This design comes from an exercise in tuning for small area, a short achievable clock period and few clock cycles per item on the open sky130 flow, not from production work. Only simulation tests tie the RTL to the original design; equivalence was not proved. Power figures rest on the tool's default switching activity, not on a simulated workload.

## flow/design.v (module list and top-level ports; edited modules follow where they fit)
// module lbsm_divider: 25 lines
// module lbsm_fa: 10 lines
// module lbsm_pp123: 11 lines
// module lbsm_pp13: 9 lines
// module lbsm_pp23: 9 lines
// module lbsm_pp3: 7 lines
// module lbsm_mac: 429 lines
// module lattice_bond_site_mapper: 308 lines
module lattice_bond_site_mapper #(
   parameter int MAX_EXTENT = 256
) (
   input  logic                               clock,
   input  logic                               reset,
   input  logic                               req_valid,
   output logic                               req_ready,
   input  logic [lbsm_pkg::CELL_W-1:0]        req_cell_x,
   input  logic [lbsm_pkg::CELL_W-1:0]        req_cell_y,
   input  logic [lbsm_pkg::CELL_W-1:0]        req_cell_z,
   input  logic signed [lbsm_pkg::OFF_W-1:0]  req_src_dx,
   input  logic signed [lbsm_pkg::OFF_W-1:0]  req_src_dy,
   input  logic signed [lbsm_pkg::OFF_W-1:0]  req_src_dz,
   input  logic [lbsm_pkg::LOCAL_W-1:0]       req_src_local,
   input  logic signed [lbsm_pkg::OFF_W-1:0]  req_tgt_dx,
   input  logic signed [lbsm_pkg::OFF_W-1:0]  req_tgt_dy,
   input  logic signed [lbsm_pkg::OFF_W-1:0]  req_tgt_dz,
   input  logic [lbsm_pkg::LOCAL_W-1:0]       req_tgt_local,
   output logic                               rsp_valid,
   input  logic                               rsp_ready,
   output logic                               rsp_connected,
   output logic [lbsm_pkg::SITE_W-1:0]        rsp_src_site,
   output logic [lbsm_pkg::SITE_W-1:0]        rsp_tgt_site,
   output logic                               rsp_flip_x,
   output logic                               rsp_flip_y,
   output logic                               rsp_flip_z,
   output logic [lbsm_pkg::DIMS-1:0]          rsp_src_outside,
   output logic [lbsm_pkg::DIMS-1:0]          rsp_tgt_outside,
   input  logic                               csr_write_en,
   input  logic [lbsm_pkg::CSR_IDX_W-1:0]     csr_index,
   input  logic [lbsm_pkg::CSR_DATA_W-1:0]    csr_wdata
);
  // ...
==> flow/run.sh <==
#!/bin/bash
# synth_recipe.tcl (not shown) runs the flow's synth.tcl, then flattens the netlist and writes it again
# the make line also repeats each setting of config.mk as NAME=value (left out here)
make -C /OpenROAD-flow-scripts/flow DESIGN_CONFIG=/design/flow/config.mk WORK_HOME=/design/flow/orfs CLKGATE_MAP_FILE= SYNTH_SCRIPT=/design/flow/synth_recipe.tcl finish
==> flow/config.mk <==
export PLATFORM = sky130hd
export DESIGN_NAME = lattice_bond_site_mapper
export DESIGN_NICKNAME = lattice_bond_site_mapper
export VERILOG_FILES = /design/flow/design.v
export SDC_FILE = /design/flow/constraint.sdc
export NUM_CORES = 4
export LEC_CHECK = 0
export CAP_MARGIN = 20
export CELL_PAD_IN_SITES_DETAIL_PLACEMENT = 1
export CELL_PAD_IN_SITES_GLOBAL_PLACEMENT = 1
export CORE_MARGIN = 2
export CORE_UTILIZATION = 40
export CTS_BUF_LIST = sky130_fd_sc_hd__clkbuf_16
export CTS_CLUSTER_DIAMETER = 80
export CTS_CLUSTER_SIZE = 24
export PLACE_DENSITY = 0.55
export SLEW_MARGIN = 20
export SYNTH_HIERARCHICAL = 1
export SYNTH_MINIMUM_KEEP_SIZE = 0
==> flow/constraint.sdc <==
create_clock -name core_clock -period 10.0 [get_ports {clock}]
set_input_delay 2.0000 -clock core_clock [delete_from_list [all_inputs] [get_ports {clock}]]
set_output_delay 2.0000 -clock core_clock [all_outputs]
set_load 0.01 [all_outputs]
==> impl_metrics.py, run 1 <==
metrics = {
    "run_status": {
        "status": "finished clean",
    },
    "logic_synthesis": {
        "synthAdderAreaFrac_pct": 22.97,
        "ys.flop_type": "edfxtp_1",
        "synthXorXnorAreaFrac_pct": 3.155,
        "synth_top_cell_by_area": "edfxtp_1",
    },
    "setup_path": {
        "cpMaxStageDelayCell": "clkdlybuf4s50_1",
        "worstReg2RegStart": "s2_row0_n[32]",
        "r2r_cells": 12,
        "crit_path_end": "s0_far",
    },
    "global_route": {
        "grt_start_max_net_pins": 73,
        "grt_util_met2_pct": 43.85,
        "first_global_vias": 37740,
        "grt_use_met1_pct": 35.45,
    },
    "power": {
        "p_leak_nw": 18.65,
        "clockPowerShare_pct": 21.0,
        "combPwrFrac_pct": 43.9,
        "p_clk_w": 0.00230,
        "power.switching_w": 0.004725,
    },
    "finish": {
        "fin_area_um2": 51770,
        "drive_gt1_share_pct": 9.417,
        "num-multi-input-gates": 3105,
        "final_util_pct": 43.78,
        "seqAreaFraction_pct": 32.02,
    },
    "sta": {
        "slew_headroom_pct": 22.11,
    },
    "placed_design": {
        "io_buffers": 162,
        "pre_cts_ws_ps": 4750,
    },
    "clock_network": {
        "tritoncts": "done",
    },
}
Testbench counts, summed over its fixed seeds: cycles 19,440, bonds 19,200.
==> module lbsm_divider, before the edit <==
module lbsm_divider (
   input  logic signed [lbsm_pkg::COORD_W-1:0] coord,
   input  logic [lbsm_pkg::SIZE_W-1:0]         extent,
   output logic signed [lbsm_pkg::COORD_W-1:0] next,
   output logic                                moved
);
   localparam int CW = lbsm_pkg::COORD_W;
   logic [CW-1:0] down;                 
   logic [5:0]    uc;                   
   logic [4:0]    us;
   logic [3:0]    uh;                   
   logic [CW-1:0] up;                   
   logic          below, above;
   assign down = coord - $signed({1'b0, extent});
   assign uc[0] = 1'b0;
   for (genvar i = 0; i < 5; i++) begin : g_up
      lbsm_fa u_fa (.a(extent[i]), .b(coord[i]), .c(uc[i]), .s(us[i]), .co(uc[i+1]));
   end
   assign uh = extent[8:5] - 4'd1;
   assign up = {uc[5] ? {1'b0, extent[8:5]} : {(extent[8:5] == 4'd0), uh}, us};
   assign below = coord[CW-1];
   assign above = !down[CW-1];
   assign moved = below | above;
   assign next  = below ? up : (above ? down : coord);
endmodule
==> inputs of run 2 (changes only) <==
--- a/flow/design.v
+++ b/flow/design.v
@@ -24,23 +24,47 @@
 endpackage
 module lbsm_divider (
    input  logic signed [lbsm_pkg::COORD_W-1:0] coord,
    input  logic [lbsm_pkg::SIZE_W-1:0]         extent,
    output logic signed [lbsm_pkg::COORD_W-1:0] next,
    output logic                                moved
 );
    localparam int CW = lbsm_pkg::COORD_W;
+   logic [CW-1:0] ne;                   
    logic [CW-1:0] down;                 
+   logic [4:0]    dc;                   
+   logic [3:0]    mc0, mc1, hc0, hc1;   
+   logic [2:0]    ms0, ms1, hs0, hs1;
+   logic          mcy;                  
    logic [5:0]    uc;                   
    logic [4:0]    us;
    logic [3:0]    uh;                   
    logic [CW-1:0] up;                   
    logic          below, above;
-   assign down = coord - $signed({1'b0, extent});
+   assign ne = ~{1'b0, extent};
+   assign dc[0]  = 1'b1;
+   assign mc0[0] = 1'b0;
+   assign mc1[0] = 1'b1;
+   assign hc0[0] = 1'b0;
+   assign hc1[0] = 1'b1;
+   for (genvar i = 0; i < 4; i++) begin : g_down_lo
+      lbsm_fa u_fa (.a(coord[i]), .b(ne[i]), .c(dc[i]), .s(down[i]), .co(dc[i+1]));
+   end
+   for (genvar i = 0; i < 3; i++) begin : g_down_mid
+      lbsm_fa u_fa0 (.a(coord[i+4]), .b(ne[i+4]), .c(mc0[i]), .s(ms0[i]), .co(mc0[i+1]));
+      lbsm_fa u_fa1 (.a(coord[i+4]), .b(ne[i+4]), .c(mc1[i]), .s(ms1[i]), .co(mc1[i+1]));
+   end
+   for (genvar i = 0; i < 3; i++) begin : g_down_hi
+      lbsm_fa u_fa0 (.a(coord[i+7]), .b(ne[i+7]), .c(hc0[i]), .s(hs0[i]), .co(hc0[i+1]));
+      lbsm_fa u_fa1 (.a(coord[i+7]), .b(ne[i+7]), .c(hc1[i]), .s(hs1[i]), .co(hc1[i+1]));
+   end
+   assign down[6:4]    = dc[4] ? ms1 : ms0;
+   assign mcy          = dc[4] ? mc1[3] : mc0[3];
+   assign down[CW-1:7] = mcy ? hs1 : hs0;
    assign uc[0] = 1'b0;
    for (genvar i = 0; i < 5; i++) begin : g_up
       lbsm_fa u_fa (.a(extent[i]), .b(coord[i]), .c(uc[i]), .s(us[i]), .co(uc[i+1]));
    end
    assign uh = extent[8:5] - 4'd1;
    assign up = {uc[5] ? {1'b0, extent[8:5]} : {(extent[8:5] == 4'd0), uh}, us};
    assign below = coord[CW-1];
    assign above = !down[CW-1];
@@ -100,22 +124,21 @@
    input  logic [lbsm_pkg::LOCAL_W-1:0]   local_id,
    input  logic [lbsm_pkg::BASIS_W-1:0]   basis,
    input  logic [lbsm_pkg::BASIS_W+1:0]   basis3,
    input  logic [lbsm_pkg::ROWB_W-1:0]    row_b,
    input  logic [lbsm_pkg::ROWB_W:0]      row_b3,
    input  logic [lbsm_pkg::LAYB_W-1:0]    layer_b,
    input  logic [lbsm_pkg::LAYB_W+1:0]    layer_b3,
    output logic [lbsm_pkg::SITE_W-1:0]    row0_n,
-   output logic [lbsm_pkg::SITE_W-1:0]    row1_n,
-   output logic [lbsm_pkg::SITE_W-1:0]    row2_n
+   output logic [lbsm_pkg::SITE_W-1:0]    row1_n
 );
    logic [3:0] ix_s1, ix_s2, ix_s3, iy_s1, iy_s2, iy_s3, iz_s1, iz_s2, iz_s3;
    logic [lbsm_pkg::LOCAL_W-1:0] nl;
-   logic t1, t2, t3, t4, t5, t6, t7, t8, t9, t10, t11, t12, t13, t14, t15, t16, t17, t18, t19, t20, t21, t22, t23, t24, t25, t26, t27, t28, t29, t30, t31, t32, t33, t34, t35, t36, t37, t38, t39, t40, t41, t42, t43, t44, t45, t46, t47, t48, t49, t50, t51, t52, t53, t54, t55, t56, t57, t58, t59, t60, t61, t62, t63, t64, t65, t66, t67, t68, t69, t70, t71, t72, t73, t74, t75, t76, t77, t78, t79, t80, t81, t82, t83, t84, t85, t86, t87, t88, t89, t90, t91, t92, t93, t94, t95, t96, t97, t98, t99, t100, t101, t102, t103, t104, t105, t106, t107, t108, t109, t110, t111, t112, t113, t114, t115, t116, t117, t118, t119, t120, t121, t122, t123, t124, t125, t126, t127, t128, t129, t130, t131, t132, t133, t134, t135, t136, t137, t138, t139, t140, t141, t142, t143, t144, t145, t146, t147, t148, t149, t150, t151, t152, t153, t154, t155, t156, t157, t158, t159, t160, t161, t162, t163, t164, t165, t166, t167, t168, t169, t170, t171, t172, t173, t174, t175, t176, t177, t178, t179, t180, t181, t182, t183, t184, t185, t186, t187, t188, t189, t190, t191, t192, t193, t194, t195, t196, t197, t198, t199, t200, t201, t202, t203, t204, t205, t206, t207, t208, t209, t210, t211, t212, t213, t214, t215, t216, t217, t218, t219, t220, t221, t222, t223, t224, t225, t226, t227, t228, t229, t230, t231, t232, t233, t234, t235, t236, t237, t238, t239, t240, t241, t242, t243, t244, t245, t246, t247, t248, t249, t250, t251, t252, t253, t254, t255, t256, t257, t258, t259, t260, t261, t262, t263, t264, t265, t266, t267, t268, t269, t270, t271, t272, t273, t274, t275, t276, t277, t278, t279, t280;
+   logic t1, t2, t3, t4, t5, t6, t7, t8, t9, t10, t11, t12, t13, t14, t15, t16, t17, t18, t19, t20, t21, t22, t23, t24, t25, t26, t27, t28, t29, t30, t31, t32, t33, t34, t35, t36, t37, t38, t39, t40, t41, t42, t43, t44, t45, t46, t47, t48, t49, t50, t51, t52, t53, t54, t55, t56, t57, t58, t59, t60, t61, t62, t63, t64, t65, t66, t67, t68, t69, t70, t71, t72, t73, t74, t75, t76, t77, t78, t79, t80, t81, t82, t83, t84, t85, t86, t87, t88, t89, t90, t91, t92, t93, t94, t95, t96, t97, t98, t99, t100, t101, t102, t103, t104, t105, t106, t107, t108, t109, t110, t111, t112, t113, t114, t115, t116, t117, t118, t119, t120, t121, t122, t123, t124, t125, t126, t127, t128, t129, t130, t131, t132, t133, t134, t135, t136, t137, t138, t139, t140, t141, t142, t143, t144, t145, t146, t147, t148, t149, t150, t151, t152, t153, t154, t155, t156, t157, t158, t159, t160, t161, t162, t163, t164, t165, t166, t167, t168, t169, t170, t171, t172, t173, t174, t175, t176, t177, t178, t179, t180, t181, t182, t183, t184, t185, t186, t187, t188, t189, t190, t191, t192, t193, t194, t195, t196, t197, t198, t199, t200, t201, t202, t203, t204, t205, t206, t207, t208, t209, t210, t211, t212, t213, t214, t215, t216, t217, t218, t219, t220, t221, t222, t223, t224, t225, t226, t227, t228, t229, t230, t231, t232, t233, t234, t235, t236, t237, t238, t239, t240, t241, t242, t243, t244, t245, t246, t247, t248, t249, t250, t251, t252, t253, t254, t255, t256, t257, t258, t259, t260, t261, t262, t263, t264, t265, t266, t267, t268, t269, t270, t271, t272, t273, t274, t275, t276, t277, t278, t279, t280, t281, t282, t283, t284, t285, t286, t287, t288, t289, t290, t291, t292, t293, t294, t295, t296, t297, t298, t299, t300, t301, t302, t303, t304, t305, t306, t307, t308, t309, t310, t311, t312, t313, t314, t315, t316, t317, t318, t319, t320, t321, t322, t323, t324, t325, t326, t327, t328, t329, t330, t331, t332, t333, t334, t335, t336, t337, t338;
    logic pix_0_0, pix_0_1, pix_0_2, pix_0_3, pix_0_4, pix_0_5, pix_0_6, pix_0_7;
    logic pix_0_8, pix_1_0, pix_1_1, pix_1_2, pix_1_3, pix_1_4, pix_1_5, pix_1_6;
    logic pix_1_7, pix_1_8, pix_2_0, pix_2_1, pix_2_2, pix_2_3, pix_2_4, pix_2_5;
    logic pix_2_6, pix_2_7, pix_2_8, pix_3_0, pix_3_1, pix_3_2, pix_3_3, pix_3_4;
    logic pix_3_5, pix_3_6, pix_3_7, pix_3_8, piy_0_0, piy_0_1, piy_0_2, piy_0_3;
    logic piy_0_4, piy_0_5, piy_0_6, piy_0_7, piy_0_8, piy_0_9, piy_0_10, piy_0_11;
    logic piy_0_12, piy_0_13, piy_0_14, piy_0_15, piy_0_16, piy_1_0, piy_1_1, piy_1_2;
    logic piy_1_3, piy_1_4, piy_1_5, piy_1_6, piy_1_7, piy_1_8, piy_1_9, piy_1_10;
@@ -132,17 +155,17 @@
    logic piz_1_14, piz_1_15, piz_1_16, piz_1_17, piz_1_18, piz_1_19, piz_1_20, piz_1_21;
    logic piz_1_22, piz_1_23, piz_1_24, piz_1_25, piz_2_0, piz_2_1, piz_2_2, piz_2_3;
    logic piz_2_4, piz_2_5, piz_2_6, piz_2_7, piz_2_8, piz_2_9, piz_2_10, piz_2_11;
    logic piz_2_12, piz_2_13, piz_2_14, piz_2_15, piz_2_16, piz_2_17, piz_2_18, piz_2_19;
    logic piz_2_20, piz_2_21, piz_2_22, piz_2_23, piz_2_24, piz_2_25, piz_3_0, piz_3_1;
    logic piz_3_2, piz_3_3, piz_3_4, piz_3_5, piz_3_6, piz_3_7, piz_3_8, piz_3_9;
    logic piz_3_10, piz_3_11, piz_3_12, piz_3_13, piz_3_14, piz_3_15, piz_3_16, piz_3_17;
    logic piz_3_18, piz_3_19, piz_3_20, piz_3_21, piz_3_22, piz_3_23;
-   logic [lbsm_pkg::SITE_W-1:0] row0, row1, row2;
+   logic [lbsm_pkg::SITE_W-1:0] row0, row1;
    always_comb begin
       for (int k = 0; k < 4; k++) begin
          ix_s1[k] = !ix[2*k+1] &  ix[2*k];
          ix_s2[k] =  ix[2*k+1] & !ix[2*k];
          ix_s3[k] =  ix[2*k+1] &  ix[2*k];
          iy_s1[k] = !iy[2*k+1] &  iy[2*k];
          iy_s2[k] =  iy[2*k+1] & !iy[2*k];
          iy_s3[k] =  iy[2*k+1] &  iy[2*k];
@@ -353,179 +376,207 @@
    lbsm_pp123 u_piz_3_16 (.s1(iz_s1[3]), .x1(layer_b[16]), .s2(iz_s2[3]), .x2(layer_b[15]), .s3(iz_s3[3]), .x3(layer_b3[16]), .pn(piz_3_16));
    lbsm_pp123 u_piz_3_17 (.s1(iz_s1[3]), .x1(layer_b[17]), .s2(iz_s2[3]), .x2(layer_b[16]), .s3(iz_s3[3]), .x3(layer_b3[17]), .pn(piz_3_17));
    lbsm_pp123 u_piz_3_18 (.s1(iz_s1[3]), .x1(layer_b[18]), .s2(iz_s2[3]), .x2(layer_b[17]), .s3(iz_s3[3]), .x3(layer_b3[18]), .pn(piz_3_18));
    lbsm_pp123 u_piz_3_19 (.s1(iz_s1[3]), .x1(layer_b[19]), .s2(iz_s2[3]), .x2(layer_b[18]), .s3(iz_s3[3]), .x3(layer_b3[19]), .pn(piz_3_19));
    lbsm_pp123 u_piz_3_20 (.s1(iz_s1[3]), .x1(layer_b[20]), .s2(iz_s2[3]), .x2(layer_b[19]), .s3(iz_s3[3]), .x3(layer_b3[20]), .pn(piz_3_20));
    lbsm_pp123 u_piz_3_21 (.s1(iz_s1[3]), .x1(layer_b[21]), .s2(iz_s2[3]), .x2(layer_b[20]), .s3(iz_s3[3]), .x3(layer_b3[21]), .pn(piz_3_21));
    lbsm_pp123 u_piz_3_22 (.s1(iz_s1[3]), .x1(layer_b[22]), .s2(iz_s2[3]), .x2(layer_b[21]), .s3(iz_s3[3]), .x3(layer_b3[22]), .pn(piz_3_22));
    lbsm_pp123 u_piz_3_23 (.s1(iz_s1[3]), .x1(layer_b[23]), .s2(iz_s2[3]), .x2(layer_b[22]), .s3(iz_s3[3]), .x3(layer_b3[23]), .pn(piz_3_23));
-   assign t1 = ~(nl[0] ^ pix_0_0);
-   assign t2 = nl[0] | pix_0_0;
-   lbsm_fa u_fa0 (.a(nl[1]), .b(pix_0_1), .c(piy_0_1), .s(t3), .co(t4));
-   lbsm_fa u_fa1 (.a(nl[2]), .b(pix_0_2), .c(pix_1_0), .s(t5), .co(t6));
-   lbsm_fa u_fa2 (.a(piy_0_2), .b(piy_1_0), .c(piz_0_2), .s(t7), .co(t8));
-   assign t9 = ~(piz_1_0 ^ t4);
-   assign t10 = piz_1_0 | t4;
-   lbsm_fa u_fa3 (.a(nl[3]), .b(pix_0_3), .c(pix_1_1), .s(t11), .co(t12));
-   lbsm_fa u_fa4 (.a(piy_0_3), .b(piy_1_1), .c(piz_0_3), .s(t13), .co(t14));
-   lbsm_fa u_fa5 (.a(piz_1_1), .b(t6), .c(t8), .s(t15), .co(t16));
-   assign t17 = ~(t11 ^ t13);
-   assign t18 = t11 | t13;
-   lbsm_fa u_fa6 (.a(nl[4]), .b(pix_0_4), .c(pix_1_2), .s(t19), .co(t20));
-   lbsm_fa u_fa7 (.a(pix_2_0), .b(piy_0_4), .c(piy_1_2), .s(t21), .co(t22));
-   lbsm_fa u_fa8 (.a(piy_2_0), .b(piz_0_4), .c(piz_1_2), .s(t23), .co(t24));
-   lbsm_fa u_fa9 (.a(piz_2_0), .b(t12), .c(t14), .s(t25), .co(t26));
-   lbsm_fa u_fa10 (.a(t19), .b(t21), .c(t23), .s(t27), .co(t28));
-   assign t29 = ~(t18 ^ t16);
-   assign t30 = t18 | t16;
-   lbsm_fa u_fa11 (.a(nl[5]), .b(pix_0_5), .c(pix_1_3), .s(t31), .co(t32));
-   lbsm_fa u_fa12 (.a(pix_2_1), .b(piy_0_5), .c(piy_1_3), .s(t33), .co(t34));
-   lbsm_fa u_fa13 (.a(piy_2_1), .b(piz_0_5), .c(piz_1_3), .s(t35), .co(t36));
-   lbsm_fa u_fa14 (.a(piz_2_1), .b(t20), .c(t22), .s(t37), .co(t38));
-   lbsm_fa u_fa15 (.a(t24), .b(t31), .c(t33), .s(t39), .co(t40));
-   lbsm_fa u_fa16 (.a(t35), .b(t26), .c(t28), .s(t41), .co(t42));
-   assign t43 = ~(t37 ^ t39);
-   assign t44 = t37 | t39;
-   lbsm_fa u_fa17 (.a(pix_0_6), .b(pix_1_4), .c(pix_2_2), .s(t45), .co(t46));
-   lbsm_fa u_fa18 (.a(pix_3_0), .b(piy_0_6), .c(piy_1_4), .s(t47), .co(t48));
-   lbsm_fa u_fa19 (.a(piy_2_2), .b(piy_3_0), .c(piz_0_6), .s(t49), .co(t50));
-   lbsm_fa u_fa20 (.a(piz_1_4), .b(piz_2_2), .c(piz_3_0), .s(t51), .co(t52));
-   lbsm_fa u_fa21 (.a(t32), .b(t34), .c(t36), .s(t53), .co(t54));
-   lbsm_fa u_fa22 (.a(t45), .b(t47), .c(t49), .s(t55), .co(t56));
-   lbsm_fa u_fa23 (.a(t51), .b(t38), .c(t40), .s(t57), .co(t58));
-   lbsm_fa u_fa24 (.a(t53), .b(t55), .c(t44), .s(t59), .co(t60));
-   lbsm_fa u_fa25 (.a(pix_0_7), .b(pix_1_5), .c(pix_2_3), .s(t61), .co(t62));
-   lbsm_fa u_fa26 (.a(pix_3_1), .b(piy_0_7), .c(piy_1_5), .s(t63), .co(t64));
-   lbsm_fa u_fa27 (.a(piy_2_3), .b(piy_3_1), .c(piz_0_7), .s(t65), .co(t66));
-   lbsm_fa u_fa28 (.a(piz_1_5), .b(piz_2_3), .c(piz_3_1), .s(t67), .co(t68));
-   lbsm_fa u_fa29 (.a(t46), .b(t48), .c(t50), .s(t69), .co(t70));
-   lbsm_fa u_fa30 (.a(t52), .b(t61), .c(t63), .s(t71), .co(t72));
-   lbsm_fa u_fa31 (.a(t65), .b(t67), .c(t54), .s(t73), .co(t74));
-   lbsm_fa u_fa32 (.a(t56), .b(t69), .c(t71), .s(t75), .co(t76));
-   assign t77 = ~(t58 ^ t73);
-   assign t78 = t58 | t73;
-   lbsm_fa u_fa33 (.a(pix_0_8), .b(pix_1_6), .c(pix_2_4), .s(t79), .co(t80));
-   lbsm_fa u_fa34 (.a(pix_3_2), .b(piy_0_8), .c(piy_1_6), .s(t81), .co(t82));
-   lbsm_fa u_fa35 (.a(piy_2_4), .b(piy_3_2), .c(piz_0_8), .s(t83), .co(t84));
-   lbsm_fa u_fa36 (.a(piz_1_6), .b(piz_2_4), .c(piz_3_2), .s(t85), .co(t86));
-   lbsm_fa u_fa37 (.a(t62), .b(t64), .c(t66), .s(t87), .co(t88));
-   lbsm_fa u_fa38 (.a(t68), .b(t79), .c(t81), .s(t89), .co(t90));
-   lbsm_fa u_fa39 (.a(t83), .b(t85), .c(t70), .s(t91), .co(t92));
-   lbsm_fa u_fa40 (.a(t72), .b(t87), .c(t89), .s(t93), .co(t94));
-   lbsm_fa u_fa41 (.a(t74), .b(t76), .c(t91), .s(t95), .co(t96));
-   lbsm_fa u_fa42 (.a(pix_1_7), .b(pix_2_5), .c(pix_3_3), .s(t97), .co(t98));
-   lbsm_fa u_fa43 (.a(piy_0_9), .b(piy_1_7), .c(piy_2_5), .s(t99), .co(t100));
-   lbsm_fa u_fa44 (.a(piy_3_3), .b(piz_0_9), .c(piz_1_7), .s(t101), .co(t102));
-   lbsm_fa u_fa45 (.a(piz_2_5), .b(piz_3_3), .c(t80), .s(t103), .co(t104));
-   lbsm_fa u_fa46 (.a(t82), .b(t84), .c(t86), .s(t105), .co(t106));
-   lbsm_fa u_fa47 (.a(t97), .b(t99), .c(t101), .s(t107), .co(t108));
-   lbsm_fa u_fa48 (.a(t88), .b(t90), .c(t103), .s(t109), .co(t110));
-   lbsm_fa u_fa49 (.a(t105), .b(t107), .c(t92), .s(t111), .co(t112));
-   assign t113 = ~(t94 ^ t109);
-   assign t114 = t94 | t109;
-   lbsm_fa u_fa50 (.a(pix_1_8), .b(pix_2_6), .c(pix_3_4), .s(t115), .co(t116));
-   lbsm_fa u_fa51 (.a(piy_0_10), .b(piy_1_8), .c(piy_2_6), .s(t117), .co(t118));
-   lbsm_fa u_fa52 (.a(piy_3_4), .b(piz_0_10), .c(piz_1_8), .s(t119), .co(t120));
-   lbsm_fa u_fa53 (.a(piz_2_6), .b(piz_3_4), .c(t98), .s(t121), .co(t122));
-   lbsm_fa u_fa54 (.a(t100), .b(t102), .c(t115), .s(t123), .co(t124));
-   lbsm_fa u_fa55 (.a(t117), .b(t119), .c(t104), .s(t125), .co(t126));
-   lbsm_fa u_fa56 (.a(t106), .b(t108), .c(t121), .s(t127), .co(t128));
-   lbsm_fa u_fa57 (.a(t123), .b(t110), .c(t125), .s(t129), .co(t130));
-   assign t131 = ~(t127 ^ t114);
-   assign t132 = t127 | t114;
-   lbsm_fa u_fa58 (.a(pix_2_7), .b(pix_3_5), .c(piy_0_11), .s(t133), .co(t134));
-   lbsm_fa u_fa59 (.a(piy_1_9), .b(piy_2_7), .c(piy_3_5), .s(t135), .co(t136));
-   lbsm_fa u_fa60 (.a(piz_0_11), .b(piz_1_9), .c(piz_2_7), .s(t137), .co(t138));
-   lbsm_fa u_fa61 (.a(piz_3_5), .b(t116), .c(t118), .s(t139), .co(t140));
-   lbsm_fa u_fa62 (.a(t120), .b(t133), .c(t135), .s(t141), .co(t142));
-   lbsm_fa u_fa63 (.a(t137), .b(t122), .c(t124), .s(t143), .co(t144));
-   lbsm_fa u_fa64 (.a(t139), .b(t141), .c(t126), .s(t145), .co(t146));
-   lbsm_fa u_fa65 (.a(t128), .b(t143), .c(t130), .s(t147), .co(t148));
-   lbsm_fa u_fa66 (.a(pix_2_8), .b(pix_3_6), .c(piy_0_12), .s(t149), .co(t150));
-   lbsm_fa u_fa67 (.a(piy_1_10), .b(piy_2_8), .c(piy_3_6), .s(t151), .co(t152));
-   lbsm_fa u_fa68 (.a(piz_0_12), .b(piz_1_10), .c(piz_2_8), .s(t153), .co(t154));
-   lbsm_fa u_fa69 (.a(piz_3_6), .b(t134), .c(t136), .s(t155), .co(t156));
-   lbsm_fa u_fa70 (.a(t138), .b(t149), .c(t151), .s(t157), .co(t158));
-   lbsm_fa u_fa71 (.a(t153), .b(t140), .c(t142), .s(t159), .co(t160));
-   lbsm_fa u_fa72 (.a(t155), .b(t157), .c(t144), .s(t161), .co(t162));
-   assign t163 = ~(t159 ^ t146);
-   assign t164 = t159 | t146;
-   lbsm_fa u_fa73 (.a(pix_3_7), .b(piy_0_13), .c(piy_1_11), .s(t165), .co(t166));
-   lbsm_fa u_fa74 (.a(piy_2_9), .b(piy_3_7), .c(piz_0_13), .s(t167), .co(t168));
-   lbsm_fa u_fa75 (.a(piz_1_11), .b(piz_2_9), .c(piz_3_7), .s(t169), .co(t170));
-   lbsm_fa u_fa76 (.a(t150), .b(t152), .c(t154), .s(t171), .co(t172));
-   lbsm_fa u_fa77 (.a(t165), .b(t167), .c(t169), .s(t173), .co(t174));
-   lbsm_fa u_fa78 (.a(t156), .b(t158), .c(t171), .s(t175), .co(t176));
-   lbsm_fa u_fa79 (.a(t173), .b(t160), .c(t175), .s(t177), .co(t178));
-   lbsm_fa u_fa80 (.a(pix_3_8), .b(piy_0_14), .c(piy_1_12), .s(t179), .co(t180));
-   lbsm_fa u_fa81 (.a(piy_2_10), .b(piy_3_8), .c(piz_0_14), .s(t181), .co(t182));
-   lbsm_fa u_fa82 (.a(piz_1_12), .b(piz_2_10), .c(piz_3_8), .s(t183), .co(t184));
-   lbsm_fa u_fa83 (.a(t166), .b(t168), .c(t170), .s(t185), .co(t186));
-   lbsm_fa u_fa84 (.a(t179), .b(t181), .c(t183), .s(t187), .co(t188));
-   lbsm_fa u_fa85 (.a(t172), .b(t174), .c(t185), .s(t189), .co(t190));
-   assign t191 = ~(t187 ^ t176);
-   assign t192 = t187 | t176;
-   lbsm_fa u_fa86 (.a(piy_0_15), .b(piy_1_13), .c(piy_2_11), .s(t193), .co(t194));
-   lbsm_fa u_fa87 (.a(piy_3_9), .b(piz_0_15), .c(piz_1_13), .s(t195), .co(t196));
-   lbsm_fa u_fa88 (.a(piz_2_11), .b(piz_3_9), .c(t180), .s(t197), .co(t198));
-   lbsm_fa u_fa89 (.a(t182), .b(t184), .c(t193), .s(t199), .co(t200));
-   lbsm_fa u_fa90 (.a(t195), .b(t186), .c(t188), .s(t201), .co(t202));
-   lbsm_fa u_fa91 (.a(t197), .b(t199), .c(t190), .s(t203), .co(t204));
-   lbsm_fa u_fa92 (.a(piy_0_16), .b(piy_1_14), .c(piy_2_12), .s(t205), .co(t206));
-   lbsm_fa u_fa93 (.a(piy_3_10), .b(piz_0_16), .c(piz_1_14), .s(t207), .co(t208));
-   lbsm_fa u_fa94 (.a(piz_2_12), .b(piz_3_10), .c(t194), .s(t209), .co(t210));
-   lbsm_fa u_fa95 (.a(t196), .b(t205), .c(t207), .s(t211), .co(t212));
-   lbsm_fa u_fa96 (.a(t198), .b(t200), .c(t209), .s(t213), .co(t214));
-   assign t215 = ~(t211 ^ t202);
-   assign t216 = t211 | t202;
-   lbsm_fa u_fa97 (.a(piy_1_15), .b(piy_2_13), .c(piy_3_11), .s(t217), .co(t218));
-   lbsm_fa u_fa98 (.a(piz_0_17), .b(piz_1_15), .c(piz_2_13), .s(t219), .co(t220));
-   lbsm_fa u_fa99 (.a(piz_3_11), .b(t206), .c(t208), .s(t221), .co(t222));
-   lbsm_fa u_fa100 (.a(t217), .b(t219), .c(t210), .s(t223), .co(t224));
-   lbsm_fa u_fa101 (.a(t212), .b(t221), .c(t214), .s(t225), .co(t226));
-   lbsm_fa u_fa102 (.a(piy_1_16), .b(piy_2_14), .c(piy_3_12), .s(t227), .co(t228));
-   lbsm_fa u_fa103 (.a(piz_0_18), .b(piz_1_16), .c(piz_2_14), .s(t229), .co(t230));
-   lbsm_fa u_fa104 (.a(piz_3_12), .b(t218), .c(t220), .s(t231), .co(t232));
-   lbsm_fa u_fa105 (.a(t227), .b(t229), .c(t222), .s(t233), .co(t234));
-   assign t235 = ~(t231 ^ t224);
-   assign t236 = t231 | t224;
-   lbsm_fa u_fa106 (.a(piy_2_15), .b(piy_3_13), .c(piz_0_19), .s(t237), .co(t238));
-   lbsm_fa u_fa107 (.a(piz_1_17), .b(piz_2_15), .c(piz_3_13), .s(t239), .co(t240));
-   lbsm_fa u_fa108 (.a(t228), .b(t230), .c(t237), .s(t241), .co(t242));
-   lbsm_fa u_fa109 (.a(t239), .b(t232), .c(t241), .s(t243), .co(t244));
-   lbsm_fa u_fa110 (.a(piy_2_16), .b(piy_3_14), .c(piz_0_20), .s(t245), .co(t246));
-   lbsm_fa u_fa111 (.a(piz_1_18), .b(piz_2_16), .c(piz_3_14), .s(t247), .co(t248));
-   lbsm_fa u_fa112 (.a(t238), .b(t240), .c(t245), .s(t249), .co(t250));
-   assign t251 = ~(t247 ^ t242);
-   assign t252 = t247 | t242;
-   lbsm_fa u_fa113 (.a(piy_3_15), .b(piz_0_21), .c(piz_1_19), .s(t253), .co(t254));
-   lbsm_fa u_fa114 (.a(piz_2_17), .b(piz_3_15), .c(t246), .s(t255), .co(t256));
-   lbsm_fa u_fa115 (.a(t248), .b(t253), .c(t250), .s(t257), .co(t258));
-   lbsm_fa u_fa116 (.a(piy_3_16), .b(piz_0_22), .c(piz_1_20), .s(t259), .co(t260));
-   lbsm_fa u_fa117 (.a(piz_2_18), .b(piz_3_16), .c(t254), .s(t261), .co(t262));
-   assign t263 = ~(t259 ^ t256);
-   assign t264 = t259 | t256;
-   lbsm_fa u_fa118 (.a(piz_0_23), .b(piz_1_21), .c(piz_2_19), .s(t265), .co(t266));
-   lbsm_fa u_fa119 (.a(piz_3_17), .b(t260), .c(t265), .s(t267), .co(t268));
-   lbsm_fa u_fa120 (.a(piz_0_24), .b(piz_1_22), .c(piz_2_20), .s(t269), .co(t270));
-   assign t271 = ~(piz_3_18 ^ t266);
-   assign t272 = piz_3_18 | t266;
-   lbsm_fa u_fa121 (.a(piz_0_25), .b(piz_1_23), .c(piz_2_21), .s(t273), .co(t274));
-   assign t275 = ~(piz_3_19 ^ t270);
-   assign t276 = piz_3_19 | t270;
-   lbsm_fa u_fa122 (.a(piz_1_24), .b(piz_2_22), .c(piz_3_20), .s(t277), .co(t278));
-   assign t279 = ~(piz_1_25 ^ piz_2_23);
-   assign t280 = piz_1_25 | piz_2_23;
-   assign row0 = {piz_2_25, piz_2_24, piz_3_21, t274, t273, t269, t262, t261, t255, t249, t234, t233, t223, t213, t201, t189, t162, t161, t145, t112, t96, t93, t75, t42, t30, t25, t10, t5, piz_0_1, piy_0_0};
-   assign row1 = {piz_3_23, piz_3_22, t278, t276, t272, t268, t264, t258, t252, t244, t236, t226, t216, t204, t192, t178, t164, t148, t132, t129, t111, t78, t60, t57, t41, t27, t15, t7, t2, piz_0_0};
-   assign row2 = {1'b1, t280, t279, t277, t275, t271, t267, t263, t257, t251, t243, t235, t225, t215, t203, t191, t177, t163, t147, t131, t113, t95, t77, t59, t43, t29, t17, t9, t3, t1};
+   lbsm_fa u_fa0 (.a(nl[0]), .b(pix_0_0), .c(piy_0_0), .s(t1), .co(t2));
+   lbsm_fa u_fa1 (.a(nl[1]), .b(pix_0_1), .c(piy_0_1), .s(t3), .co(t4));
+   assign t5 = ~(piz_0_1 ^ t2);
+   assign t6 = piz_0_1 | t2;
+   lbsm_fa u_fa2 (.a(nl[2]), .b(pix_0_2), .c(pix_1_0), .s(t7), .co(t8));
+   lbsm_fa u_fa3 (.a(piy_0_2), .b(piy_1_0), .c(piz_0_2), .s(t9), .co(t10));
+   lbsm_fa u_fa4 (.a(piz_1_0), .b(t4), .c(t7), .s(t11), .co(t12));
+   assign t13 = ~(t9 ^ t6);
+   assign t14 = t9 | t6;
+   lbsm_fa u_fa5 (.a(nl[3]), .b(pix_0_3), .c(pix_1_1), .s(t15), .co(t16));
+   lbsm_fa u_fa6 (.a(piy_0_3), .b(piy_1_1), .c(piz_0_3), .s(t17), .co(t18));
+   lbsm_fa u_fa7 (.a(piz_1_1), .b(t8), .c(t10), .s(t19), .co(t20));
+   lbsm_fa u_fa8 (.a(t15), .b(t17), .c(t12), .s(t21), .co(t22));
+   assign t23 = ~(t19 ^ t14);
+   assign t24 = t19 | t14;
+   lbsm_fa u_fa9 (.a(nl[4]), .b(pix_0_4), .c(pix_1_2), .s(t25), .co(t26));
+   lbsm_fa u_fa10 (.a(pix_2_0), .b(piy_0_4), .c(piy_1_2), .s(t27), .co(t28));
+   lbsm_fa u_fa11 (.a(piy_2_0), .b(piz_0_4), .c(piz_1_2), .s(t29), .co(t30));
+   lbsm_fa u_fa12 (.a(piz_2_0), .b(t16), .c(t18), .s(t31), .co(t32));
+   lbsm_fa u_fa13 (.a(t25), .b(t27), .c(t29), .s(t33), .co(t34));
+   lbsm_fa u_fa14 (.a(t20), .b(t31), .c(t33), .s(t35), .co(t36));
+   assign t37 = ~(t24 ^ t22);
+   assign t38 = t24 | t22;
+   lbsm_fa u_fa15 (.a(nl[5]), .b(pix_0_5), .c(pix_1_3), .s(t39), .co(t40));
+   lbsm_fa u_fa16 (.a(pix_2_1), .b(piy_0_5), .c(piy_1_3), .s(t41), .co(t42));
+   lbsm_fa u_fa17 (.a(piy_2_1), .b(piz_0_5), .c(piz_1_3), .s(t43), .co(t44));
+   lbsm_fa u_fa18 (.a(piz_2_1), .b(t26), .c(t28), .s(t45), .co(t46));
+   lbsm_fa u_fa19 (.a(t30), .b(t39), .c(t41), .s(t47), .co(t48));
+   lbsm_fa u_fa20 (.a(t43), .b(t32), .c(t34), .s(t49), .co(t50));
+   lbsm_fa u_fa21 (.a(t45), .b(t47), .c(t36), .s(t51), .co(t52));
+   assign t53 = ~(t49 ^ t38);
+   assign t54 = t49 | t38;
+   lbsm_fa u_fa22 (.a(pix_0_6), .b(pix_1_4), .c(pix_2_2), .s(t55), .co(t56));
+   lbsm_fa u_fa23 (.a(pix_3_0), .b(piy_0_6), .c(piy_1_4), .s(t57), .co(t58));
+   lbsm_fa u_fa24 (.a(piy_2_2), .b(piy_3_0), .c(piz_0_6), .s(t59), .co(t60));
+   lbsm_fa u_fa25 (.a(piz_1_4), .b(piz_2_2), .c(piz_3_0), .s(t61), .co(t62));
+   lbsm_fa u_fa26 (.a(t40), .b(t42), .c(t44), .s(t63), .co(t64));
+   lbsm_fa u_fa27 (.a(t55), .b(t57), .c(t59), .s(t65), .co(t66));
+   lbsm_fa u_fa28 (.a(t61), .b(t46), .c(t48), .s(t67), .co(t68));
+   lbsm_fa u_fa29 (.a(t63), .b(t65), .c(t50), .s(t69), .co(t70));
+   lbsm_fa u_fa30 (.a(t67), .b(t52), .c(t69), .s(t71), .co(t72));
+   lbsm_fa u_fa31 (.a(pix_0_7), .b(pix_1_5), .c(pix_2_3), .s(t73), .co(t74));
+   lbsm_fa u_fa32 (.a(pix_3_1), .b(piy_0_7), .c(piy_1_5), .s(t75), .co(t76));
+   lbsm_fa u_fa33 (.a(piy_2_3), .b(piy_3_1), .c(piz_0_7), .s(t77), .co(t78));
+   lbsm_fa u_fa34 (.a(piz_1_5), .b(piz_2_3), .c(piz_3_1), .s(t79), .co(t80));
+   lbsm_fa u_fa35 (.a(t56), .b(t58), .c(t60), .s(t81), .co(t82));
+   lbsm_fa u_fa36 (.a(t62), .b(t73), .c(t75), .s(t83), .co(t84));
+   lbsm_fa u_fa37 (.a(t77), .b(t79), .c(t64), .s(t85), .co(t86));
+   lbsm_fa u_fa38 (.a(t66), .b(t81), .c(t83), .s(t87), .co(t88));
+   lbsm_fa u_fa39 (.a(t68), .b(t85), .c(t87), .s(t89), .co(t90));
+   assign t91 = ~(t70 ^ t89);
+   assign t92 = t70 | t89;
+   lbsm_fa u_fa40 (.a(pix_0_8), .b(pix_1_6), .c(pix_2_4), .s(t93), .co(t94));
+   lbsm_fa u_fa41 (.a(pix_3_2), .b(piy_0_8), .c(piy_1_6), .s(t95), .co(t96));
+   lbsm_fa u_fa42 (.a(piy_2_4), .b(piy_3_2), .c(piz_0_8), .s(t97), .co(t98));
+   lbsm_fa u_fa43 (.a(piz_1_6), .b(piz_2_4), .c(piz_3_2), .s(t99), .co(t100));
+   lbsm_fa u_fa44 (.a(t74), .b(t76), .c(t78), .s(t101), .co(t102));
+   lbsm_fa u_fa45 (.a(t80), .b(t93), .c(t95), .s(t103), .co(t104));
+   lbsm_fa u_fa46 (.a(t97), .b(t99), .c(t82), .s(t105), .co(t106));
+   lbsm_fa u_fa47 (.a(t84), .b(t101), .c(t103), .s(t107), .co(t108));
+   lbsm_fa u_fa48 (.a(t86), .b(t88), .c(t105), .s(t109), .co(t110));
+   lbsm_fa u_fa49 (.a(t107), .b(t90), .c(t109), .s(t111), .co(t112));
+   lbsm_fa u_fa50 (.a(pix_1_7), .b(pix_2_5), .c(pix_3_3), .s(t113), .co(t114));
+   lbsm_fa u_fa51 (.a(piy_0_9), .b(piy_1_7), .c(piy_2_5), .s(t115), .co(t116));
+   lbsm_fa u_fa52 (.a(piy_3_3), .b(piz_0_9), .c(piz_1_7), .s(t117), .co(t118));
+   lbsm_fa u_fa53 (.a(piz_2_5), .b(piz_3_3), .c(t94), .s(t119), .co(t120));
+   lbsm_fa u_fa54 (.a(t96), .b(t98), .c(t100), .s(t121), .co(t122));
+   lbsm_fa u_fa55 (.a(t113), .b(t115), .c(t117), .s(t123), .co(t124));
+   lbsm_fa u_fa56 (.a(t102), .b(t104), .c(t119), .s(t125), .co(t126));
+   lbsm_fa u_fa57 (.a(t121), .b(t123), .c(t106), .s(t127), .co(t128));
+   lbsm_fa u_fa58 (.a(t108), .b(t125), .c(t110), .s(t129), .co(t130));
+   assign t131 = ~(t127 ^ t112);
+   assign t132 = t127 | t112;
+   lbsm_fa u_fa59 (.a(pix_1_8), .b(pix_2_6), .c(pix_3_4), .s(t133), .co(t134));
+   lbsm_fa u_fa60 (.a(piy_0_10), .b(piy_1_8), .c(piy_2_6), .s(t135), .co(t136));
+   lbsm_fa u_fa61 (.a(piy_3_4), .b(piz_0_10), .c(piz_1_8), .s(t137), .co(t138));
+   lbsm_fa u_fa62 (.a(piz_2_6), .b(piz_3_4), .c(t114), .s(t139), .co(t140));
+   lbsm_fa u_fa63 (.a(t116), .b(t118), .c(t133), .s(t141), .co(t142));
+   lbsm_fa u_fa64 (.a(t135), .b(t137), .c(t120), .s(t143), .co(t144));
+   lbsm_fa u_fa65 (.a(t122), .b(t124), .c(t139), .s(t145), .co(t146));
+   lbsm_fa u_fa66 (.a(t141), .b(t126), .c(t143), .s(t147), .co(t148));
+   lbsm_fa u_fa67 (.a(t145), .b(t128), .c(t147), .s(t149), .co(t150));
+   assign t151 = ~(t130 ^ t149);
+   assign t152 = t130 | t149;
+   lbsm_fa u_fa68 (.a(pix_2_7), .b(pix_3_5), .c(piy_0_11), .s(t153), .co(t154));
+   lbsm_fa u_fa69 (.a(piy_1_9), .b(piy_2_7), .c(piy_3_5), .s(t155), .co(t156));
+   lbsm_fa u_fa70 (.a(piz_0_11), .b(piz_1_9), .c(piz_2_7), .s(t157), .co(t158));
+   lbsm_fa u_fa71 (.a(piz_3_5), .b(t134), .c(t136), .s(t159), .co(t160));
+   lbsm_fa u_fa72 (.a(t138), .b(t153), .c(t155), .s(t161), .co(t162));
+   lbsm_fa u_fa73 (.a(t157), .b(t140), .c(t142), .s(t163), .co(t164));
+   lbsm_fa u_fa74 (.a(t159), .b(t161), .c(t144), .s(t165), .co(t166));
+   lbsm_fa u_fa75 (.a(t146), .b(t163), .c(t148), .s(t167), .co(t168));
+   lbsm_fa u_fa76 (.a(t165), .b(t150), .c(t167), .s(t169), .co(t170));
+   lbsm_fa u_fa77 (.a(pix_2_8), .b(pix_3_6), .c(piy_0_12), .s(t171), .co(t172));
+   lbsm_fa u_fa78 (.a(piy_1_10), .b(piy_2_8), .c(piy_3_6), .s(t173), .co(t174));
+   lbsm_fa u_fa79 (.a(piz_0_12), .b(piz_1_10), .c(piz_2_8), .s(t175), .co(t176));
+   lbsm_fa u_fa80 (.a(piz_3_6), .b(t154), .c(t156), .s(t177), .co(t178));
+   lbsm_fa u_fa81 (.a(t158), .b(t171), .c(t173), .s(t179), .co(t180));
+   lbsm_fa u_fa82 (.a(t175), .b(t160), .c(t162), .s(t181), .co(t182));
+   lbsm_fa u_fa83 (.a(t177), .b(t179), .c(t164), .s(t183), .co(t184));
+   lbsm_fa u_fa84 (.a(t181), .b(t166), .c(t183), .s(t185), .co(t186));
+   assign t187 = ~(t168 ^ t185);
+   assign t188 = t168 | t185;
+   lbsm_fa u_fa85 (.a(pix_3_7), .b(piy_0_13), .c(piy_1_11), .s(t189), .co(t190));
+   lbsm_fa u_fa86 (.a(piy_2_9), .b(piy_3_7), .c(piz_0_13), .s(t191), .co(t192));
+   lbsm_fa u_fa87 (.a(piz_1_11), .b(piz_2_9), .c(piz_3_7), .s(t193), .co(t194));
+   lbsm_fa u_fa88 (.a(t172), .b(t174), .c(t176), .s(t195), .co(t196));
+   lbsm_fa u_fa89 (.a(t189), .b(t191), .c(t193), .s(t197), .co(t198));
+   lbsm_fa u_fa90 (.a(t178), .b(t180), .c(t195), .s(t199), .co(t200));
+   lbsm_fa u_fa91 (.a(t197), .b(t182), .c(t199), .s(t201), .co(t202));
+   lbsm_fa u_fa92 (.a(t184), .b(t201), .c(t186), .s(t203), .co(t204));
+   lbsm_fa u_fa93 (.a(pix_3_8), .b(piy_0_14), .c(piy_1_12), .s(t205), .co(t206));
+   lbsm_fa u_fa94 (.a(piy_2_10), .b(piy_3_8), .c(piz_0_14), .s(t207), .co(t208));
+   lbsm_fa u_fa95 (.a(piz_1_12), .b(piz_2_10), .c(piz_3_8), .s(t209), .co(t210));
+   lbsm_fa u_fa96 (.a(t190), .b(t192), .c(t194), .s(t211), .co(t212));
+   lbsm_fa u_fa97 (.a(t205), .b(t207), .c(t209), .s(t213), .co(t214));
+   lbsm_fa u_fa98 (.a(t196), .b(t198), .c(t211), .s(t215), .co(t216));
+   lbsm_fa u_fa99 (.a(t213), .b(t200), .c(t215), .s(t217), .co(t218));
+   assign t219 = ~(t202 ^ t217);
+   assign t220 = t202 | t217;
+   lbsm_fa u_fa100 (.a(piy_0_15), .b(piy_1_13), .c(piy_2_11), .s(t221), .co(t222));
+   lbsm_fa u_fa101 (.a(piy_3_9), .b(piz_0_15), .c(piz_1_13), .s(t223), .co(t224));
+   lbsm_fa u_fa102 (.a(piz_2_11), .b(piz_3_9), .c(t206), .s(t225), .co(t226));
+   lbsm_fa u_fa103 (.a(t208), .b(t210), .c(t221), .s(t227), .co(t228));
+   lbsm_fa u_fa104 (.a(t223), .b(t212), .c(t214), .s(t229), .co(t230));
+   lbsm_fa u_fa105 (.a(t225), .b(t227), .c(t216), .s(t231), .co(t232));
+   lbsm_fa u_fa106 (.a(t229), .b(t218), .c(t231), .s(t233), .co(t234));
+   lbsm_fa u_fa107 (.a(piy_0_16), .b(piy_1_14), .c(piy_2_12), .s(t235), .co(t236));
+   lbsm_fa u_fa108 (.a(piy_3_10), .b(piz_0_16), .c(piz_1_14), .s(t237), .co(t238));
+   lbsm_fa u_fa109 (.a(piz_2_12), .b(piz_3_10), .c(t222), .s(t239), .co(t240));
+   lbsm_fa u_fa110 (.a(t224), .b(t235), .c(t237), .s(t241), .co(t242));
+   lbsm_fa u_fa111 (.a(t226), .b(t228), .c(t239), .s(t243), .co(t244));
+   lbsm_fa u_fa112 (.a(t241), .b(t230), .c(t243), .s(t245), .co(t246));
+   assign t247 = ~(t232 ^ t245);
+   assign t248 = t232 | t245;
+   lbsm_fa u_fa113 (.a(piy_1_15), .b(piy_2_13), .c(piy_3_11), .s(t249), .co(t250));
+   lbsm_fa u_fa114 (.a(piz_0_17), .b(piz_1_15), .c(piz_2_13), .s(t251), .co(t252));
+   lbsm_fa u_fa115 (.a(piz_3_11), .b(t236), .c(t238), .s(t253), .co(t254));
+   lbsm_fa u_fa116 (.a(t249), .b(t251), .c(t240), .s(t255), .co(t256));
+   lbsm_fa u_fa117 (.a(t242), .b(t253), .c(t244), .s(t257), .co(t258));
+   lbsm_fa u_fa118 (.a(t255), .b(t246), .c(t257), .s(t259), .co(t260));
+   lbsm_fa u_fa119 (.a(piy_1_16), .b(piy_2_14), .c(piy_3_12), .s(t261), .co(t262));
+   lbsm_fa u_fa120 (.a(piz_0_18), .b(piz_1_16), .c(piz_2_14), .s(t263), .co(t264));
+   lbsm_fa u_fa121 (.a(piz_3_12), .b(t250), .c(t252), .s(t265), .co(t266));
+   lbsm_fa u_fa122 (.a(t261), .b(t263), .c(t254), .s(t267), .co(t268));
+   lbsm_fa u_fa123 (.a(t265), .b(t256), .c(t267), .s(t269), .co(t270));
+   assign t271 = ~(t258 ^ t269);
+   assign t272 = t258 | t269;
+   lbsm_fa u_fa124 (.a(piy_2_15), .b(piy_3_13), .c(piz_0_19), .s(t273), .co(t274));
+   lbsm_fa u_fa125 (.a(piz_1_17), .b(piz_2_15), .c(piz_3_13), .s(t275), .co(t276));
+   lbsm_fa u_fa126 (.a(t262), .b(t264), .c(t273), .s(t277), .co(t278));
+   lbsm_fa u_fa127 (.a(t275), .b(t266), .c(t277), .s(t279), .co(t280));
+   lbsm_fa u_fa128 (.a(t268), .b(t279), .c(t270), .s(t281), .co(t282));
+   lbsm_fa u_fa129 (.a(piy_2_16), .b(piy_3_14), .c(piz_0_20), .s(t283), .co(t284));
+   lbsm_fa u_fa130 (.a(piz_1_18), .b(piz_2_16), .c(piz_3_14), .s(t285), .co(t286));
+   lbsm_fa u_fa131 (.a(t274), .b(t276), .c(t283), .s(t287), .co(t288));
+   lbsm_fa u_fa132 (.a(t285), .b(t278), .c(t287), .s(t289), .co(t290));
+   assign t291 = ~(t280 ^ t289);
+   assign t292 = t280 | t289;
+   lbsm_fa u_fa133 (.a(piy_3_15), .b(piz_0_21), .c(piz_1_19), .s(t293), .co(t294));
+   lbsm_fa u_fa134 (.a(piz_2_17), .b(piz_3_15), .c(t284), .s(t295), .co(t296));
+   lbsm_fa u_fa135 (.a(t286), .b(t293), .c(t288), .s(t297), .co(t298));
+   lbsm_fa u_fa136 (.a(t295), .b(t290), .c(t297), .s(t299), .co(t300));
+   lbsm_fa u_fa137 (.a(piy_3_16), .b(piz_0_22), .c(piz_1_20), .s(t301), .co(t302));
+   lbsm_fa u_fa138 (.a(piz_2_18), .b(piz_3_16), .c(t294), .s(t303), .co(t304));
+   lbsm_fa u_fa139 (.a(t301), .b(t296), .c(t303), .s(t305), .co(t306));
+   assign t307 = ~(t298 ^ t305);
+   assign t308 = t298 | t305;
+   lbsm_fa u_fa140 (.a(piz_0_23), .b(piz_1_21), .c(piz_2_19), .s(t309), .co(t310));
+   lbsm_fa u_fa141 (.a(piz_3_17), .b(t302), .c(t309), .s(t311), .co(t312));
+   lbsm_fa u_fa142 (.a(t304), .b(t311), .c(t306), .s(t313), .co(t314));
+   lbsm_fa u_fa143 (.a(piz_0_24), .b(piz_1_22), .c(piz_2_20), .s(t315), .co(t316));
+   lbsm_fa u_fa144 (.a(piz_3_18), .b(t310), .c(t315), .s(t317), .co(t318));
+   assign t319 = ~(t312 ^ t317);
+   assign t320 = t312 | t317;
+   lbsm_fa u_fa145 (.a(piz_0_25), .b(piz_1_23), .c(piz_2_21), .s(t321), .co(t322));
+   lbsm_fa u_fa146 (.a(piz_3_19), .b(t316), .c(t321), .s(t323), .co(t324));
+   assign t325 = ~(t318 ^ t323);
+   assign t326 = t318 | t323;
+   lbsm_fa u_fa147 (.a(piz_1_24), .b(piz_2_22), .c(piz_3_20), .s(t327), .co(t328));
+   lbsm_fa u_fa148 (.a(t322), .b(t327), .c(t324), .s(t329), .co(t330));
+   lbsm_fa u_fa149 (.a(piz_1_25), .b(piz_2_23), .c(piz_3_21), .s(t331), .co(t332));
+   assign t333 = ~(t328 ^ t331);
+   assign t334 = t328 | t331;
+   lbsm_fa u_fa150 (.a(piz_2_24), .b(piz_3_22), .c(t332), .s(t335), .co(t336));
+   assign t337 = ~(piz_2_25 ^ piz_3_23);
+   assign t338 = piz_2_25 | piz_3_23;
+   assign row0 = {t336, t334, t330, t326, t320, t314, t308, t300, t292, t282, t272, t260, t248, t234, t220, t204, t188, t170, t152, t132, t129, t92, t72, t54, t51, t35, t21, t11, t3, piz_0_0};
+   assign row1 = {t337, t335, t333, t329, t325, t319, t313, t307, t299, t291, t281, t271, t259, t247, t233, t219, t203, t187, t169, t151, t131, t111, t91, t71, t53, t37, t23, t13, t5, t1};
    assign row0_n = row0;
    assign row1_n = row1;
-   assign row2_n = row2;
 endmodule
 module lattice_bond_site_mapper #(
    parameter int MAX_EXTENT = 256
 ) (
    input  logic                               clock,
    input  logic                               reset,
    input  logic                               req_valid,
    output logic                               req_ready,
@@ -585,31 +636,30 @@
    logic [D-1:0]                             s0_flip;
    logic                                     s0_moved;   
    logic                                     s1_valid;
    logic [1:0][D-1:0][CW-1:0]                s1_coord;
    logic [D-1:0]                             s1_flip;
    logic [1:0][D-1:0]                        s1_out;
    logic [1:0][lbsm_pkg::LOCAL_W-1:0]        s1_local;
    logic                                     s2_valid;
-   logic [1:0][SW-1:0]                       s2_row0_n, s2_row1_n, s2_row2_n;
+   logic [1:0][SW-1:0]                       s2_row0_n, s2_row1_n;
    logic [D-1:0]                             s2_flip;
    logic [1:0][D-1:0]                        s2_out;
    logic                                     s2_conn;
    logic                                rsp_valid_ff;
    logic                                rsp_conn_ff;
    logic [SW-1:0]                       rsp_src_site_ff, rsp_tgt_site_ff;
    logic [D-1:0]                        rsp_flip_ff;
    logic [D-1:0]                        rsp_src_out_ff, rsp_tgt_out_ff;
    logic [1:0][D-1:0][CW-1:0]           w_next;
    logic [1:0][D-1:0]                   w_moved, w_out;
    logic [D-1:0]                        w_flip;
    logic                                w_moved_any;
-   logic [1:0][SW-1:0]                  row0_n, row1_n, row2_n, site;
-   logic [1:0][SW-1:0]                  sum_n, cy_n;
+   logic [1:0][SW-1:0]                  row0_n, row1_n, site;
    logic adv, s1_free, s1_take, s0_load, s0_step, accept;
    assign rq_cell[0]   = req_cell_x;
    assign rq_cell[1]   = req_cell_y;
    assign rq_cell[2]   = req_cell_z;
    assign rq_off[0][0] = req_src_dx;
    assign rq_off[0][1] = req_src_dy;
    assign rq_off[0][2] = req_src_dz;
    assign rq_off[1][0] = req_tgt_dx;
@@ -694,37 +744,30 @@
          .local_id (s1_local[e]),
          .basis    (basis_ff),
          .basis3   (basis3_ff),
          .row_b    (rowb_ff),
          .row_b3   (rowb3_ff),
          .layer_b  (layb_ff),
          .layer_b3 (layb3_ff),
          .row0_n   (row0_n[e]),
-         .row1_n   (row1_n[e]),
-         .row2_n   (row2_n[e])
+         .row1_n   (row1_n[e])
       );
    end
    always_ff @(posedge clock) begin
       if (adv) begin
          s2_row0_n <= row0_n;
          s2_row1_n <= row1_n;
-         s2_row2_n <= row2_n;
          s2_flip   <= s1_flip;
          s2_out    <= s1_out;
          s2_conn   <= !(|(s1_out[0] & ~periodic_ff) || |(s1_out[1] & ~periodic_ff));
       end
    end
-   for (genvar e = 0; e < 2; e++) begin : g_add
-      for (genvar i = 0; i < SW; i++) begin : g_col
-         lbsm_fa u_fa (.a(s2_row0_n[e][i]), .b(s2_row1_n[e][i]), .c(s2_row2_n[e][i]),
-                       .s(sum_n[e][i]), .co(cy_n[e][i]));
-      end
-      assign site[e] = ~sum_n[e] + {~cy_n[e][SW-2:0], 1'b0};
-   end
+   assign site[0] = ~s2_row0_n[0] + ~s2_row1_n[0];
+   assign site[1] = ~s2_row0_n[1] + ~s2_row1_n[1];
    always_ff @(posedge clock) begin
       if (adv) begin
          rsp_conn_ff     <= s2_conn;
          rsp_src_site_ff <= s2_conn ? site[0] : '0;
          rsp_tgt_site_ff <= s2_conn ? site[1] : '0;
          rsp_flip_ff     <= s2_conn ? s2_flip : '0;
          rsp_src_out_ff  <= s2_conn ? s2_out[0] : '0;
          rsp_tgt_out_ff  <= s2_conn ? s2_out[1] : '0;
==> flow/config.mk (replaced) <==
export PLATFORM = sky130hd
export DESIGN_NAME = lattice_bond_site_mapper
export DESIGN_NICKNAME = lattice_bond_site_mapper
export VERILOG_FILES = /design/flow/design.v
export SDC_FILE = /design/flow/constraint.sdc
export NUM_CORES = 4
export LEC_CHECK = 0
export CAP_MARGIN = 20
export CELL_PAD_IN_SITES_DETAIL_PLACEMENT = 1
export CELL_PAD_IN_SITES_GLOBAL_PLACEMENT = 1
export CORE_MARGIN = 2
export CORE_UTILIZATION = 30
export CTS_BUF_LIST = sky130_fd_sc_hd__clkbuf_4 sky130_fd_sc_hd__clkbuf_8
export PLACE_DENSITY = 0.45
export SLEW_MARGIN = 20
export SYNTH_HIERARCHICAL = 1
export SYNTH_MINIMUM_KEEP_SIZE = 0
==> impl_metrics.py, run 2 <==
metrics = {
    "run_status": {
        "status": "finished clean",
    },
    "finish": {
        "mostFrequentLayoutCells": "439 x fa_1, 410 x inv_1, 354 x nand2_1, 352 x a222oi_1, 317 x edfxtp_1",
        "nFillCells": 16860,
        "final_common_cell": "fa_1",
        "final_util_pct": 34.21,
        "fin_nets": 5163,
        "syn_to_final_growth_pct": 13.41,
        "drive_gt1_share_pct": 12.56,
    },
    "die": {
        "die_h_um": 394.4,
        "die_w_um": 394.4,
        "dieArea_um2": 155500,
        "initial_utilization_pct": 30.17,
        "std_cell_rows": 143,
        "pin_count": 163,
        "core_um2": 151500,
    },
    "sta": {
        "final-setup-viol-count": 0,
        "rsz0062_at_grt": "no",
        "fin_tns_setup_ps": 0,
        "fmax_mhz": 216.6,
        "worst_slew_pin_slew_ps": 1082,
        "hold_viol_final": 0,
        "fin_crit_sh_pct": 46.17,
        "fin_crit_ps": 4617,
        "finalWorstSetupSlack_ps": 5383,
        "slew_viol_final": 0,
        "slew_headroom_pct": 27.74,
        "fin_skew_ps": 48.97,
    },
    "detailed_routing": {
        "drc": 0,
        "ant_nets": 0,
        "finalWirelength_um": 167800,
        "wirelength_met1_um": 75640,
        "wl_met2_um": 78820,
        "vias": 34670,
        "wl_per_cell_um": 25.76,
        "highest_layer": "met5",
        "initialDrtViolationCount": 4138,
        "dr.pass1.iters": 12,
        "routed_via_density": 5.322,
        "met3_length_um": 10070,
    },
    "setup_path": {
        "crit_family": "adder cells",
        "crit_chain": "and2_2 > a222oi_1 > fa_1 > fa_1 > fa_1 > fa_1 > fa_1 > fa_1",
        "cpMostUsedCell": "fa_1",
        "r2r_cells": 8,
        "crit_cells": 8,
        "worstReg2RegStart": "s1_coord[23]",
        "cp_max_fo": 26,
        "ff2ff_setup_slack_ps": 5380,
        "path_buf_inv": 0,
        "slowest_delay_ps": 680,
        "critPathLaunchType": "flop",
        "crit_path_end": "s2_row1_n[11]",
        "cp-end-kind": "flop",
        "cp-startpoint": "s1_coord[23]",
        "crit_required_ps": 10560,
        "cpMaxStageDelayCell": "and2_2",
        "worstSetupPathType": "flop to flop",
        "crit_arrival_ps": 5180,
        "regToRegEndpoint": "s2_row1_n[11]",
    },
    "clock_network": {
        "post_cts_resized": 0,
        "post_cts_buffers": 0,
        "cts_sinks": 579,
        "clk_latency_ps": 870,
        "cts.hold.buffers_added": 0,
        "tritoncts": "done",
        "clockRootBuffer": "clkbuf_8",
        "numCtsBuffers": 116,
        "htreeDepth": 3,
        "clockBufferDepth": 3,
        "cts.clk_slew.worst_paths_ps": 60,
    },
    "job": {
        "drv_cap": 0,
    },
    "global_route": {
        "antenna_found_initial": 7,
        "grt_start_max_net_pins": 76,
        "grt_overflow": 0,
        "first_global_vias": 37010,
        "grt_pass1_wl_um": 249700,
        "grt_usage_pct": 21.20,
    },
    "logic_synthesis": {
        "synth_top_cell_by_area": "edfxtp_1",
        "synth.yosys.seq_area_share_pct": 32.29,
        "ys.flop_type": "edfxtp_1",
        "syn-instance-count": 4223,
        "syn-mean-instance-area_um2": 10.83,
        "synth_area_leaders": "edfxtp_1 21%, fa_1 19%, dfxtp_1 11%",
        "syn-cell-area_um2": 45720,
        "synth_edf_count": 317,
        "ys_warn_count": 8,
        "yosysMostFrequentCell": "fa_1",
        "ys_async_sr_fraction_pct": 0,
        "synth_cell_types": 83,
        "synth_top_area_share_pct": 20.82,
        "ys_ff_latch": 579,
        "synth_top_cells_by_count": "439 x fa_1, 411 x inv_1, 356 x nand2_1, 352 x a222oi_1, 317 x edfxtp_1",
    },
    "hold_path": {
        "min_path_type": "flop to flop",
    },
    "placed_design": {
        "dp_hpwl_um": 125900,
        "io_buffers": 162,
        "pre_cts_ws_ps": 4608,
        "place_congestion": 0.8465,
    },
    "power": {
        "ir_drop_uv": 101.1,
        "p_leak_nw": 18.96,
        "p_per_area_nw_per_um2": 211.0,
    },
}
-- run 2: cell count changes in the layout (fill, tap and decap cells not counted), sizes merged, moves of 29 or more --
cell    before  now
ha         312  254
nor2       226  197
edfxtp     377  317
conb         8   48
a21oi      255  207
clkbuf      52  193
mux2i       59   92
inv        467  417
o21ai      134  176
fa         353  439
xor2        80   49
-- run 2: how the worst min path moves through the flow --
stage	start	to	slack, ps	cells past startpoint
CTS	s1_flip[0]	s2_flip[0]	440	0
global placement	s1_flip[2]	s2_flip[2]	410	0
finish	s1_flip[0]	s2_flip[0]	430	0
detailed placement	s1_flip[2]	s2_flip[2]	410	0
global route	s1_flip[0]	s2_flip[0]	440	0
floorplan	s1_flip[0]	s2_flip[0]	400	0
-- run 2: kinds of logic after synthesis --
logic type      Yosys count  share of synthesized area [%]
compound gates         1024                          17.42
xor+xnor                169                          3.238
fa+ha+maj               693                          26.17
buf+inv                 644                          6.442
flops                   579                          32.29
mux                     203                          4.748
other cells              12                        0.09852
simple gates            899                          9.584
-- run 2: report_power, final --
group / leakage [nW] / switching, W / internal [W]
Combinational: 12.1 / 0.00292 / 0.00176
Sequential: 5.42 / 0.000389 / 0.00309
Clock: 1.42 / 0.00119 / 0.00159
Total: 19.0 / 0.00451 / 0.00643
-- run 2: per-module statistics from Yosys, one instance, submodules excluded --
module,flops+latches,cells,times used
lbsm_pp13,0,1,24
lbsm_pp3,0,1,14
lattice_bond_site_mapper,579,2663,1
lbsm_fa,0,1,428
lbsm_pp23,0,1,22
lbsm_mac,0,180,2
lbsm_divider,0,60,6
lbsm_pp123,0,1,352
-- run 2: stage by stage --
stage / total power, W / hold WS [ps] / cells / area [um^2]
final: 0.01094 / 430.0 / 6515 / 51850
after global routing: 0.01169 / 437.8 / 6514 / 51850
after CTS: 0.01110 / 435.9 / 6512 / 51840
after detailed placement: 0.008225 / 408.6 / 6291 / 49180
after global placement: 0.008191 / 405.2 / 6291 / 49180
after floorplan: 0.006831 / 400.3 / 4259 / 45850
-- run 2: routing by layer --
metal | track usage, % | vias up
met5 | 0 | -
met4 | 4.832 | 4
met3 | 3.732 | 225
met2 | 35.12 | 1139
met1 | 28.74 | 17650
li1 | - | 15660
-- run 2: final cells by class --
class / instances / area [um^2] / area share [%]
Multi-Input combinational cell: 3036 / 28160 / 54.31
Tap cell: 2030 / 2540 / 4.899
Inverter: 413 / 1558 / 3.004
Antenna cell: 3 / 7.507 / 0.01448
Sequential cell: 579 / 14770 / 28.49
Clock inverter: 28 / 277.8 / 0.5357
Timing Repair Buffer: 233 / 2152 / 4.151
Clock buffer: 193 / 2381 / 4.592
Testbench counts of run 2, summed over its fixed seeds: cycles 19,440, bonds 19,200.

## re-timing with driven ports
In the flow no input, the clock included, has a driving cell. The finished layouts below were timed again as built, in two steps. Step 1 (the two cells are an assumption about what drives the block):
set clk [get_ports {clock}]
set_driving_cell -lib_cell sky130_fd_sc_hd__clkbuf_16 $clk
set_driving_cell -lib_cell sky130_fd_sc_hd__buf_2 [delete_from_list [all_inputs] $clk]
Step 2 times the ports against the registers' clock, not the clock port: input delays grow and output delays shrink by t, the midpoint of the rising clock arrivals with the driver on. Three values: ideal, step 1, step 2; two values: the first two.
| run | t, ns | setup WS [ns] | worst setup path at the end | worst register clock-pin slew, ns |
|---|---|---|---|---|
| run 1 | 0.746 | 5.518 / 5.540 / 4.826 | input to register | 0.10 / 0.10 |
| run 2 | 0.925 | 5.383 / 5.383 / 4.699 | input to register | 0.07 / 0.07 |
After both steps setup and hold are still met in every run listed. For run 1, which loses most, drivers alone change the setup slack by +0.022 ns; drivers and shift together by -0.692 ns.
